This is an optimization exercise on Yosys and OpenROAD, whose aim is small area, a short achievable clock period and few clock cycles, not a production implementation.
Only simulation tests tie the RTL to the original design; equivalence was not proved.
Power and IR drop assume default switching activity.

`flow/config.mk`:
```
export PLATFORM = sky130hd
export DESIGN_NAME = threshold_point_clustering
export DESIGN_NICKNAME = threshold_point_clustering
export VERILOG_FILES = /design/flow/design.v
export SDC_FILE = /design/flow/constraint.sdc
export NUM_CORES = 4
export LEC_CHECK = 0
export CAP_MARGIN = 20
export CORE_MARGIN = 2
export CORE_UTILIZATION = 45
export SLEW_MARGIN = 20
```
`flow/constraint.sdc`:
```
create_clock -name core_clock -period 9.0 [get_ports {aclk}]
set_input_delay 1.8000 -clock core_clock [delete_from_list [all_inputs] [get_ports {aclk}]]
set_output_delay 1.8000 -clock core_clock [all_outputs]
set_load 0.01 [all_outputs]
```
`flow/design.v`:
```
package tpc_pkg;
    localparam int MAX_POINTS_DEF = 64;
    localparam int COORD_BITS_DEF = 12;
    localparam int THR_W          = 12;
    localparam int THR_RESET      = 100;
    localparam int MEMBER_W       = 7;
    typedef struct packed {
        logic load;        
        logic start;       
        logic rd;          
        logic seed;        
        logic seed_ld;     
        logic latch_j;     
        logic absorb;      
        logic div_start;   
        logic emit;        
        logic clear;       
    } tpc_cmd_t;
    typedef struct packed {
        logic unassigned_bit;
        logic member_bit;
        logic near;
        logic div_done;
        logic out_busy;
    } tpc_status_t;
endpackage
module tpc_ram #(
    parameter int WIDTH = 24,
    parameter int DEPTH = 64
) (
    input  logic                     aclk,
    input  logic                     wr_en,
    input  logic [$clog2(DEPTH)-1:0] wr_addr,
    input  logic [WIDTH-1:0]         wr_data,
    input  logic                     rd_en,
    input  logic [$clog2(DEPTH)-1:0] rd_addr,
    output logic [WIDTH-1:0]         rd_data
);
    logic [WIDTH-1:0] mem [DEPTH];
    logic [WIDTH-1:0] rd_data_reg;
    always_ff @(posedge aclk) begin
        if (wr_en) begin
            mem[wr_addr] <= wr_data;
        end
        if (rd_en) begin
            rd_data_reg <= mem[rd_addr];
        end
    end
    assign rd_data = rd_data_reg;
endmodule
module tpc_divider #(
    parameter int NUM_W = 19,
    parameter int DEN_W = 7
) (
    input  logic             aclk,
    input  logic             aresetn,
    input  logic             start,
    input  logic [NUM_W-1:0] dividend,
    input  logic [DEN_W-1:0] divisor,
    output logic             done,
    output logic [NUM_W-1:0] quotient
);
    localparam int CNT_W = $clog2(NUM_W + 1);
    logic [NUM_W-1:0] quo_reg;
    logic [DEN_W-1:0] rem_reg;
    logic [DEN_W-1:0] den_reg;
    logic [CNT_W-1:0] cnt_reg;
    logic             done_reg;
    logic [DEN_W:0]   trial;
    logic             fits;
    assign trial = {rem_reg, quo_reg[NUM_W-1]};
    assign fits  = trial >= {1'b0, den_reg};
    always_ff @(posedge aclk) begin
        if (!aresetn) begin
            cnt_reg  <= '0;
            done_reg <= 1'b0;
        end else begin
            done_reg <= 1'b0;
            if (start) begin
                cnt_reg <= CNT_W'(NUM_W);
            end else if (cnt_reg != '0) begin
                cnt_reg <= cnt_reg - 1'b1;
                if (cnt_reg == CNT_W'(1)) begin
                    done_reg <= 1'b1;
                end
            end
        end
    end
    always_ff @(posedge aclk) begin
        if (start) begin
            quo_reg <= dividend;
            rem_reg <= '0;
            den_reg <= divisor;
        end else if (cnt_reg != '0) begin
            quo_reg <= {quo_reg[NUM_W-2:0], fits};
            rem_reg <= fits ? DEN_W'(trial - {1'b0, den_reg}) : trial[DEN_W-1:0];
        end
    end
    assign done     = done_reg;
    assign quotient = quo_reg;
endmodule
module tpc_datapath #(
    parameter int MAX_POINTS = 64,
    parameter int COORD_BITS = 12
) (
    input  logic                               aclk,
    input  logic                               aresetn,
    input  tpc_pkg::tpc_cmd_t                  cmd,
    input  logic [$clog2(MAX_POINTS+1)-1:0]    idx,
    output tpc_pkg::tpc_status_t               status,
    output logic [$clog2(MAX_POINTS+1)-1:0]    loaded_cnt,
    output logic [$clog2(MAX_POINTS+1)-1:0]    rem_cnt,
    input  logic                               cfg_valid,
    input  logic [tpc_pkg::THR_W-1:0]          cfg_data,
    input  logic [COORD_BITS-1:0]              s_point_x,
    input  logic [COORD_BITS-1:0]              s_point_y,
    output logic                               m_valid,
    input  logic                               m_ready,
    output logic [COORD_BITS-1:0]              m_centroid_x,
    output logic [COORD_BITS-1:0]              m_centroid_y,
    output logic [tpc_pkg::MEMBER_W-1:0]       m_member_count,
    output logic                               m_last_cluster,
    output logic                               m_overflow
);
    localparam int IDX_W   = $clog2(MAX_POINTS);
    localparam int CNT_W   = $clog2(MAX_POINTS + 1);
    localparam int SUM_W   = COORD_BITS + CNT_W;
    localparam int LIMIT_W = 2 * tpc_pkg::THR_W;
    localparam int SQ_W    = 2 * COORD_BITS;
    localparam int DIST_W  = (SQ_W + 1 > LIMIT_W) ? SQ_W + 1 : LIMIT_W;
    logic [CNT_W-1:0]        cnt_reg;
    logic                    ovf_reg;
    logic [MAX_POINTS-1:0]   unassigned_reg;
    logic [MAX_POINTS-1:0]   member_reg;
    logic [CNT_W-1:0]        rem_reg;
    logic [CNT_W-1:0]        members_reg;
    logic [SUM_W-1:0]        sx_reg;
    logic [SUM_W-1:0]        sy_reg;
    logic [COORD_BITS-1:0]   jx_reg;
    logic [COORD_BITS-1:0]   jy_reg;
    logic [SQ_W-1:0]         sqx_reg;
    logic [SQ_W-1:0]         sqy_reg;
    logic [LIMIT_W-1:0]      limit_reg;
    logic                    m_valid_reg;
    logic [COORD_BITS-1:0]   cx_reg;
    logic [COORD_BITS-1:0]   cy_reg;
    logic [tpc_pkg::MEMBER_W-1:0]     mc_reg;
    logic                    last_reg;
    logic                    movf_reg;
    logic [2*COORD_BITS-1:0] rd_data;
    logic [COORD_BITS-1:0]   rx;
    logic [COORD_BITS-1:0]   ry;
    logic [COORD_BITS-1:0]   dx;
    logic [COORD_BITS-1:0]   dy;
    logic [DIST_W-1:0]       dist_sum;
    logic [IDX_W-1:0]        addr;
    logic                    store_en;
    logic [SUM_W-1:0]        qx;
    logic [SUM_W-1:0]        qy;
    logic                    done_x;
    logic                    done_y;
    assign addr     = idx[IDX_W-1:0];
    assign store_en = cmd.load && (cnt_reg < CNT_W'(MAX_POINTS));
    tpc_ram #(.WIDTH(2 * COORD_BITS), .DEPTH(MAX_POINTS)) u_store (
        .aclk    (aclk),
        .wr_en   (store_en),
        .wr_addr (cnt_reg[IDX_W-1:0]),
        .wr_data ({s_point_y, s_point_x}),
        .rd_en   (cmd.rd),
        .rd_addr (addr),
        .rd_data (rd_data)
    );
    assign rx = rd_data[COORD_BITS-1:0];
    assign ry = rd_data[2*COORD_BITS-1:COORD_BITS];
    assign dx = (rx > jx_reg) ? rx - jx_reg : jx_reg - rx;
    assign dy = (ry > jy_reg) ? ry - jy_reg : jy_reg - ry;
    assign dist_sum = DIST_W'(sqx_reg) + DIST_W'(sqy_reg);
    tpc_divider #(.NUM_W(SUM_W), .DEN_W(CNT_W)) u_div_x (
        .aclk     (aclk),
        .aresetn  (aresetn),
        .start    (cmd.div_start),
        .dividend (sx_reg),
        .divisor  (members_reg),
        .done     (done_x),
        .quotient (qx)
    );
    tpc_divider #(.NUM_W(SUM_W), .DEN_W(CNT_W)) u_div_y (
        .aclk     (aclk),
        .aresetn  (aresetn),
        .start    (cmd.div_start),
        .dividend (sy_reg),
        .divisor  (members_reg),
        .done     (done_y),
        .quotient (qy)
    );
    always_ff @(posedge aclk) begin
        if (!aresetn) begin
            cnt_reg        <= '0;
            ovf_reg        <= 1'b0;
            unassigned_reg <= '0;
            member_reg     <= '0;
            rem_reg        <= '0;
            limit_reg      <= LIMIT_W'(tpc_pkg::THR_RESET * tpc_pkg::THR_RESET);
            m_valid_reg    <= 1'b0;
        end else begin
            if (cfg_valid) begin
                limit_reg <= LIMIT_W'(cfg_data) * LIMIT_W'(cfg_data);
            end
            if (cmd.load) begin
                if (store_en) begin
                    cnt_reg <= cnt_reg + 1'b1;
                end else begin
                    ovf_reg <= 1'b1;
                end
            end
            if (cmd.start) begin
                unassigned_reg <= ~({MAX_POINTS{1'b1}} << cnt_reg);
                member_reg     <= '0;
                rem_reg        <= cnt_reg;
            end
            if (cmd.seed) begin
                unassigned_reg[addr] <= 1'b0;
                member_reg           <= MAX_POINTS'(1) << addr;
                rem_reg              <= rem_reg - 1'b1;
            end
            if (cmd.absorb) begin
                unassigned_reg[addr] <= 1'b0;
                member_reg[addr]     <= 1'b1;
                rem_reg              <= rem_reg - 1'b1;
            end
            if (cmd.emit) begin
                m_valid_reg <= 1'b1;
            end else if (m_ready) begin
                m_valid_reg <= 1'b0;
            end
            if (cmd.clear) begin
                cnt_reg        <= '0;
                ovf_reg        <= 1'b0;
                unassigned_reg <= '0;
                member_reg     <= '0;
            end
        end
    end
    always_ff @(posedge aclk) begin
        sqx_reg <= dx * dx;
        sqy_reg <= dy * dy;
        if (cmd.seed_ld) begin
            sx_reg      <= SUM_W'(rx);
            sy_reg      <= SUM_W'(ry);
            members_reg <= CNT_W'(1);
        end
        if (cmd.latch_j) begin
            jx_reg <= rx;
            jy_reg <= ry;
        end
        if (cmd.absorb) begin
            sx_reg      <= sx_reg + SUM_W'(jx_reg);
            sy_reg      <= sy_reg + SUM_W'(jy_reg);
            members_reg <= members_reg + 1'b1;
        end
        if (cmd.emit) begin
            cx_reg   <= qx[COORD_BITS-1:0];
            cy_reg   <= qy[COORD_BITS-1:0];
            mc_reg   <= (tpc_pkg::MEMBER_W)'(members_reg);
            last_reg <= rem_reg == '0;
            movf_reg <= ovf_reg;
        end
    end
    assign status.unassigned_bit = unassigned_reg[addr];
    assign status.member_bit     = member_reg[addr];
    assign status.near           = dist_sum < DIST_W'(limit_reg);
    assign status.div_done       = done_x && done_y;
    assign status.out_busy       = m_valid_reg;
    assign loaded_cnt     = cnt_reg;
    assign rem_cnt        = rem_reg;
    assign m_valid        = m_valid_reg;
    assign m_centroid_x   = cx_reg;
    assign m_centroid_y   = cy_reg;
    assign m_member_count = mc_reg;
    assign m_last_cluster = last_reg;
    assign m_overflow     = movf_reg;
endmodule
module tpc_controller #(
    parameter int MAX_POINTS = 64
) (
    input  logic                            aclk,
    input  logic                            aresetn,
    input  logic                            s_valid,
    output logic                            s_ready,
    input  logic                            s_last_point,
    input  tpc_pkg::tpc_status_t            status,
    input  logic [$clog2(MAX_POINTS+1)-1:0] loaded_cnt,
    input  logic [$clog2(MAX_POINTS+1)-1:0] rem_cnt,
    output tpc_pkg::tpc_cmd_t               cmd,
    output logic [$clog2(MAX_POINTS+1)-1:0] idx
);
    localparam int CNT_W = $clog2(MAX_POINTS + 1);
    typedef enum logic [3:0] {
        LOAD, START, SEED, SEED_LD, SWEEP, J_CHK, J_LD,
        K_CHK, K_WAIT, K_CMP, DIV, DIV_WAIT, OUT_WAIT
    } state_t;
    state_t           state_reg, state_next;
    logic [CNT_W-1:0] j_reg, j_next;
    logic [CNT_W-1:0] k_reg, k_next;
    logic [CNT_W-1:0] s_reg, s_next;
    logic             grew_reg, grew_next;
    always_comb begin
        state_next = state_reg;
        j_next     = j_reg;
        k_next     = k_reg;
        s_next     = s_reg;
        grew_next  = grew_reg;
        cmd        = '0;
        idx        = j_reg;
        s_ready    = 1'b0;
        case (state_reg)
            LOAD: begin
                s_ready = 1'b1;
                if (s_valid) begin
                    cmd.load = 1'b1;
                    if (s_last_point) begin
                        state_next = START;
                    end
                end
            end
            START: begin
                cmd.start  = 1'b1;
                s_next     = '0;
                state_next = SEED;
            end
            SEED: begin
                idx = s_reg;
                if (status.unassigned_bit) begin
                    cmd.seed   = 1'b1;
                    cmd.rd     = 1'b1;
                    state_next = SEED_LD;
                end else begin
                    s_next = s_reg + 1'b1;
                end
            end
            SEED_LD: begin
                cmd.seed_ld = 1'b1;
                grew_next   = 1'b1;
                state_next  = SWEEP;
            end
            SWEEP: begin
                if (grew_reg && rem_cnt != '0) begin
                    grew_next  = 1'b0;
                    j_next     = '0;
                    state_next = J_CHK;
                end else begin
                    state_next = DIV;
                end
            end
            J_CHK: begin
                if (j_reg == loaded_cnt) begin
                    state_next = SWEEP;
                end else if (status.unassigned_bit) begin
                    cmd.rd     = 1'b1;
                    state_next = J_LD;
                end else begin
                    j_next = j_reg + 1'b1;
                end
            end
            J_LD: begin
                cmd.latch_j = 1'b1;
                k_next      = '0;
                state_next  = K_CHK;
            end
            K_CHK: begin
                idx = k_reg;
                if (k_reg == loaded_cnt) begin
                    j_next     = j_reg + 1'b1;
                    state_next = J_CHK;
                end else if (status.member_bit) begin
                    cmd.rd     = 1'b1;
                    state_next = K_WAIT;
                end else begin
                    k_next = k_reg + 1'b1;
                end
            end
            K_WAIT: begin
                state_next = K_CMP;
            end
            K_CMP: begin
                if (status.near) begin
                    cmd.absorb = 1'b1;
                    grew_next  = 1'b1;
                    j_next     = j_reg + 1'b1;
                    state_next = J_CHK;
                end else begin
                    k_next     = k_reg + 1'b1;
                    state_next = K_CHK;
                end
            end
            DIV: begin
                cmd.div_start = 1'b1;
                state_next    = DIV_WAIT;
            end
            DIV_WAIT: begin
                if (status.div_done) begin
                    cmd.emit   = 1'b1;
                    state_next = OUT_WAIT;
                end
            end
            OUT_WAIT: begin
                if (!status.out_busy) begin
                    if (rem_cnt == '0) begin
                        cmd.clear  = 1'b1;
                        state_next = LOAD;
                    end else begin
                        state_next = SEED;
                    end
                end
            end
            default: begin
                state_next = LOAD;
            end
        endcase
    end
    always_ff @(posedge aclk) begin
        if (!aresetn) begin
            state_reg <= LOAD;
            j_reg     <= '0;
            k_reg     <= '0;
            s_reg     <= '0;
            grew_reg  <= 1'b0;
        end else begin
            state_reg <= state_next;
            j_reg     <= j_next;
            k_reg     <= k_next;
            s_reg     <= s_next;
            grew_reg  <= grew_next;
        end
    end
endmodule
module threshold_point_clustering #(
    parameter int MAX_POINTS = tpc_pkg::MAX_POINTS_DEF,
    parameter int COORD_BITS = tpc_pkg::COORD_BITS_DEF
) (
    input  logic                         aclk,
    input  logic                         aresetn,
    input  logic                         cfg_valid,
    output logic                         cfg_ready,
    input  logic [tpc_pkg::THR_W-1:0]    cfg_data,
    input  logic                         s_valid,
    output logic                         s_ready,
    input  logic [COORD_BITS-1:0]        s_point_x,
    input  logic [COORD_BITS-1:0]        s_point_y,
    input  logic                         s_last_point,
    output logic                         m_valid,
    input  logic                         m_ready,
    output logic [COORD_BITS-1:0]        m_centroid_x,
    output logic [COORD_BITS-1:0]        m_centroid_y,
    output logic [tpc_pkg::MEMBER_W-1:0] m_member_count,
    output logic                         m_last_cluster,
    output logic                         m_overflow
);
    localparam int CNT_W = $clog2(MAX_POINTS + 1);
    tpc_pkg::tpc_cmd_t         cmd;
    tpc_pkg::tpc_status_t      status;
    logic [CNT_W-1:0] idx;
    logic [CNT_W-1:0] loaded_cnt;
    logic [CNT_W-1:0] rem_cnt;
    assign cfg_ready = 1'b1;
    tpc_controller #(.MAX_POINTS(MAX_POINTS)) u_ctrl (
        .aclk         (aclk),
        .aresetn      (aresetn),
        .s_valid      (s_valid),
        .s_ready      (s_ready),
        .s_last_point (s_last_point),
        .status       (status),
        .loaded_cnt   (loaded_cnt),
        .rem_cnt      (rem_cnt),
        .cmd          (cmd),
        .idx          (idx)
    );
    tpc_datapath #(.MAX_POINTS(MAX_POINTS), .COORD_BITS(COORD_BITS)) u_dp (
        .aclk           (aclk),
        .aresetn        (aresetn),
        .cmd            (cmd),
        .idx            (idx),
        .status         (status),
        .loaded_cnt     (loaded_cnt),
        .rem_cnt        (rem_cnt),
        .cfg_valid      (cfg_valid),
        .cfg_data       (cfg_data),
        .s_point_x      (s_point_x),
        .s_point_y      (s_point_y),
        .m_valid        (m_valid),
        .m_ready        (m_ready),
        .m_centroid_x   (m_centroid_x),
        .m_centroid_y   (m_centroid_y),
        .m_member_count (m_member_count),
        .m_last_cluster (m_last_cluster),
        .m_overflow     (m_overflow)
    );
endmodule
```
`flow/run.sh`:
```
#!/bin/bash
# synth_recipe.tcl (not shown) runs the flow's synth.tcl, then flattens the netlist and writes it again
# the make line also repeats each setting of config.mk as NAME=value (left out here)
make -C /OpenROAD-flow-scripts/flow DESIGN_CONFIG=/design/flow/config.mk WORK_HOME=/design/flow/orfs CLKGATE_MAP_FILE= SYNTH_SCRIPT=/design/flow/synth_recipe.tcl finish
```
==> run notes <==
## area by class of cell
cell class	instances	share of cell area
Inverter	470	0.0166
Clock inverter	133	0.0135
Clock buffer	244	0.0489
Antenna cell	2	0.0000465
Tap cell	2838	0.0330
Sequential cell	1971	0.526
Multi-Input combinational cell	5590	0.339
Timing Repair Buffer	286	0.0228
## how the worst max path moves through the flow
stage / endpoint / slack (ns) / depth (start not counted)
after floorplan: u_dp.sqx_reg[22] / 1.06 / 33
after global placement: u_dp.sqx_reg[22] / 0.36 / 34
after detailed placement: u_dp.sqx_reg[22] / 0.32 / 34
after CTS: u_dp.sqy_reg[23] / 0.24 / 34
after global routing: u_dp.sqx_reg[22] / -0.02 / 34
final: u_dp.sqx_reg[22] / 0.46 / 34
## report_power, final
group | total, mW | internal (mW) | switching (mW)
clock | 8.53 | 4.87 | 3.67
combinational | 23.8 | 10.0 | 13.8
sequential | 11.3 | 10.9 | 0.343
total | 43.6 | 25.8 | 17.8
## worst register-to-register path: cells and delay by family (launching register included)
family,cells,cell delay (ns)
adder cells (fa/ha/maj),8,3.41
AO/OA/AOI/OAI,10,2.26
AND/OR/NAND/NOR,4,0.98
buffers and inverters,9,0.70
flip-flops,1,0.43
multiplexers,1,0.37
XOR/XNOR,2,0.26
## stage by stage
step	utilization	setup WS (ns)	total power, mW	TNS, ns	hold slack (ns)
floorplan	-	1.06	29.6	0	0.409
global placement	0.470	0.362	34.8	0	0.438
detailed placement	0.471	0.320	35.0	0	0.441
CTS	0.502	0.241	43.7	0	0.454
global route	0.503	-0.0196	47.3	-0.0196	0.467
finish	0.503	0.463	43.6	0	0.452
## layer usage
layer | track usage | routed length [um] | vias up
met1 | 0.353 | 118000 | 33767
met5 | 0 | 26 | -
met2 | 0.412 | 133000 | 2906
met3 | 0.0386 | 23100 | 474
met4 | 0.0863 | 9720 | 4
li1 | - | - | 30489
## cell usage in the layout (no fill, tap or decap), types with 202 or more instances in the layout
master | synthesis | layout
inv_1 | 463 | 463
o21ai_0 | 218 | 216
dfxtp_1 | 264 | 263
clkbuf_16 | 0 | 202
nor2_1 | 389 | 324
nand2_1 | 1809 | 1805
fa_1 | 242 | 242
nand3_1 | 464 | 462
ha_1 | 321 | 321
a21oi_1 | 463 | 461
edfxtp_1 | 1707 | 1707
## cells by family (layout without fill, tap and decap cells)
group	count (synthesis)	count (layout)	share of synthesized area
simple gates	3280	3280	0.148
flops	1971	1971	0.585
buf+inv	982	1133	0.0413
fa+ha+maj	563	563	0.0917
other cells	1	3	0.0000388
compound gates	1406	1406	0.0963
xor+xnor	168	168	0.0154
mux	172	172	0.0214
## repair_timing
| item | in CTS | in global routing |
|---|---|---|
| gates resized for setup | 0 | 8 |
| hold endpoints to repair | 0 | 0 |
| hold buffers | 0 | 0 |
| setup buffers | 0 | 2 |
| endpoints found under the setup margin | 0 | 8 |
==> run notes <==
outcome = finished clean
clock period minus worst slack = 8.54 ns
Slew headroom = 0.235
Period Utilization, post-route = 0.949
multi-input combinational cell area = 36500 um2
data arrival time of the worst path = 9.23 ns
CTS tree = built
dominant delay contributor by cell family on the critical path = adder cells
average cell area after synthesis = 11.3 um2
FF+latch count, synth = 1971
Worst R2R Setup Slack = 0.46 ns
Data required, critical path = 9.70 ns
cell accounting for the most synthesized area = edfxtp_1
Overall Global Routing Usage = 0.255
flip-flop and latch area = 56500 um2
number of port buffers = 76
synth cell count leaders = nand2_1, edfxtp_1, nand3_1
clock net sink count = 1971
final hold viol count = 0
beginning of the worst hold path = u_dp.u_div_y.quo_reg[10]
max FFs per register = 1536
filler-free cell count of the finished design = 11534
clock insertion delay at the later pin of the skew report = 0.88 ns
area of all placed cells without fillers = 108000 um2
worst-case clock buffer depth = 3
count of unresolved DRC violations after routing = 0
maximum VDD drop = 1.31 mV
R2R Path Start = u_dp.u_store.rd_data_reg[0]
number of buffer and inverter instances along the worst setup path = 9
path depth of the worst reg2reg path = 34
highest achievable clock rate = 117 MHz
first-pass iteration count of the detailed router = 8
Core ar. = 214000 um2
measured slew at the worst slew-check pin = 1.14 ns
classification of the worst-slack hold path = reg2reg
placed instance count = 11152
gp weighted congestion = 0.878
FP Rows = 170
Worst path slowest cell = fa_1
Yosys warning total = 4
top-level port count = 78
die area = 218000 um2
total number of vias = 67640
initial core utilization = 0.451
via count normalized by instance count = 5.86
Area Growth Syn to Fin = 11.4%
power density over the cells = 405 nW/um2
First DRT Iteration DRCs = 8374
cell at the root of the clock tree = clkbuf_16
H-Tree Depth = 4
category of the worst setup path capture point = flip-flop
antenna violations before repair = 14
fraction of final layout cells with drive strength greater than 1 = 0.0870
share of Yosys cell area claimed by the top area cell type = 0.531
remaining antenna violation count after routing = 0
die width = 467 um
worst hold path endpoint = u_dp.cy_reg[10]
post-synthesis cell type count = 104
total clock buffers created by CTS = 201
Post-synth EDFFs = 1707
endpoint of the lowest-slack register-to-register path = u_dp.sqx_reg[22]
die boundary height = 467 um
library cell with the highest instance count after synthesis = nand2_1
delay of the slowest cell on the worst path = 0.53 ns
grt ovf = 0
netlist area before placement = 96600 um2
half-perimeter wire length of the detailed placement result = 170000 um
crit-path max FO = 7
FFs w/ async S/R, synth = 0
wire length of the first global-routing pass = 419000 um
vias in the first global route = 65057
critical path class = reg2reg
detail-routed net length per standard cell = 24.6 um
crit path launch = u_dp.u_store.rd_data_reg[0]
Final setup viols = 0
CP dominant cell by count = inv_1
number of instances in the synthesized netlist = 8543
most frequently used flop master after synthesis = edfxtp_1
Critical Path Source Type = flip-flop
nets = 9125
Post-Route WL = 284000 um
total placed instance area = 101000 um2
worst clock skew = 0.0836 ns
sequential cell area fraction in the yosys report = 0.585
cell count of the worst hold path = 0
pin count of the biggest net entering global routing = 120
most area-consuming cells after synthesis = edfxtp_1, nand2_1, dfxtp_1, fa_1, ha_1
number of max-slew violations in the final report = 0
count of maximum capacitance violations = 0
Filler Cells Inserted = 18834
clock slew at the register clock pins of the worst setup and hold paths = 0.06 ns
number of nets in the synthesized netlist = 9148
P_leak = 40.3 nW
Testbench counts, summed over its fixed seeds: cycles 1,515,215.

==> separate check: timing with driven ports <==
The results above use ideal ports. As a check the final layout listed here was re-extracted and re-timed, cells and wires unchanged.
Step 1 (the two cells are an assumption about what drives the block):
set clk [get_ports {aclk}]
set_driving_cell -lib_cell sky130_fd_sc_hd__clkbuf_16 $clk
set_driving_cell -lib_cell sky130_fd_sc_hd__buf_2 [delete_from_list [all_inputs] $clk]
Step 2, shift: input delay + t, output delay - t, t = (earliest + latest rising clock arrival at the registers) / 2. This alone moves slack from input paths to output paths.
a / b / c = ideal / step 1 / step 2; a / b = the first two.
t (ns): 0.932
setup WS [ns]: 0.463 / 0.463 / 0.463
worst hold slack (ns): 0.452 / 0.452 / 0.452
slew at the worst register clock pin (ns): 0.07 / 0.07
worst data-port slew with drivers (ns): 0.07
After both steps setup and hold are still met in this run. For this run, drivers alone change the setup slack by 0.000 ns; drivers and shift together by 0.000 ns.
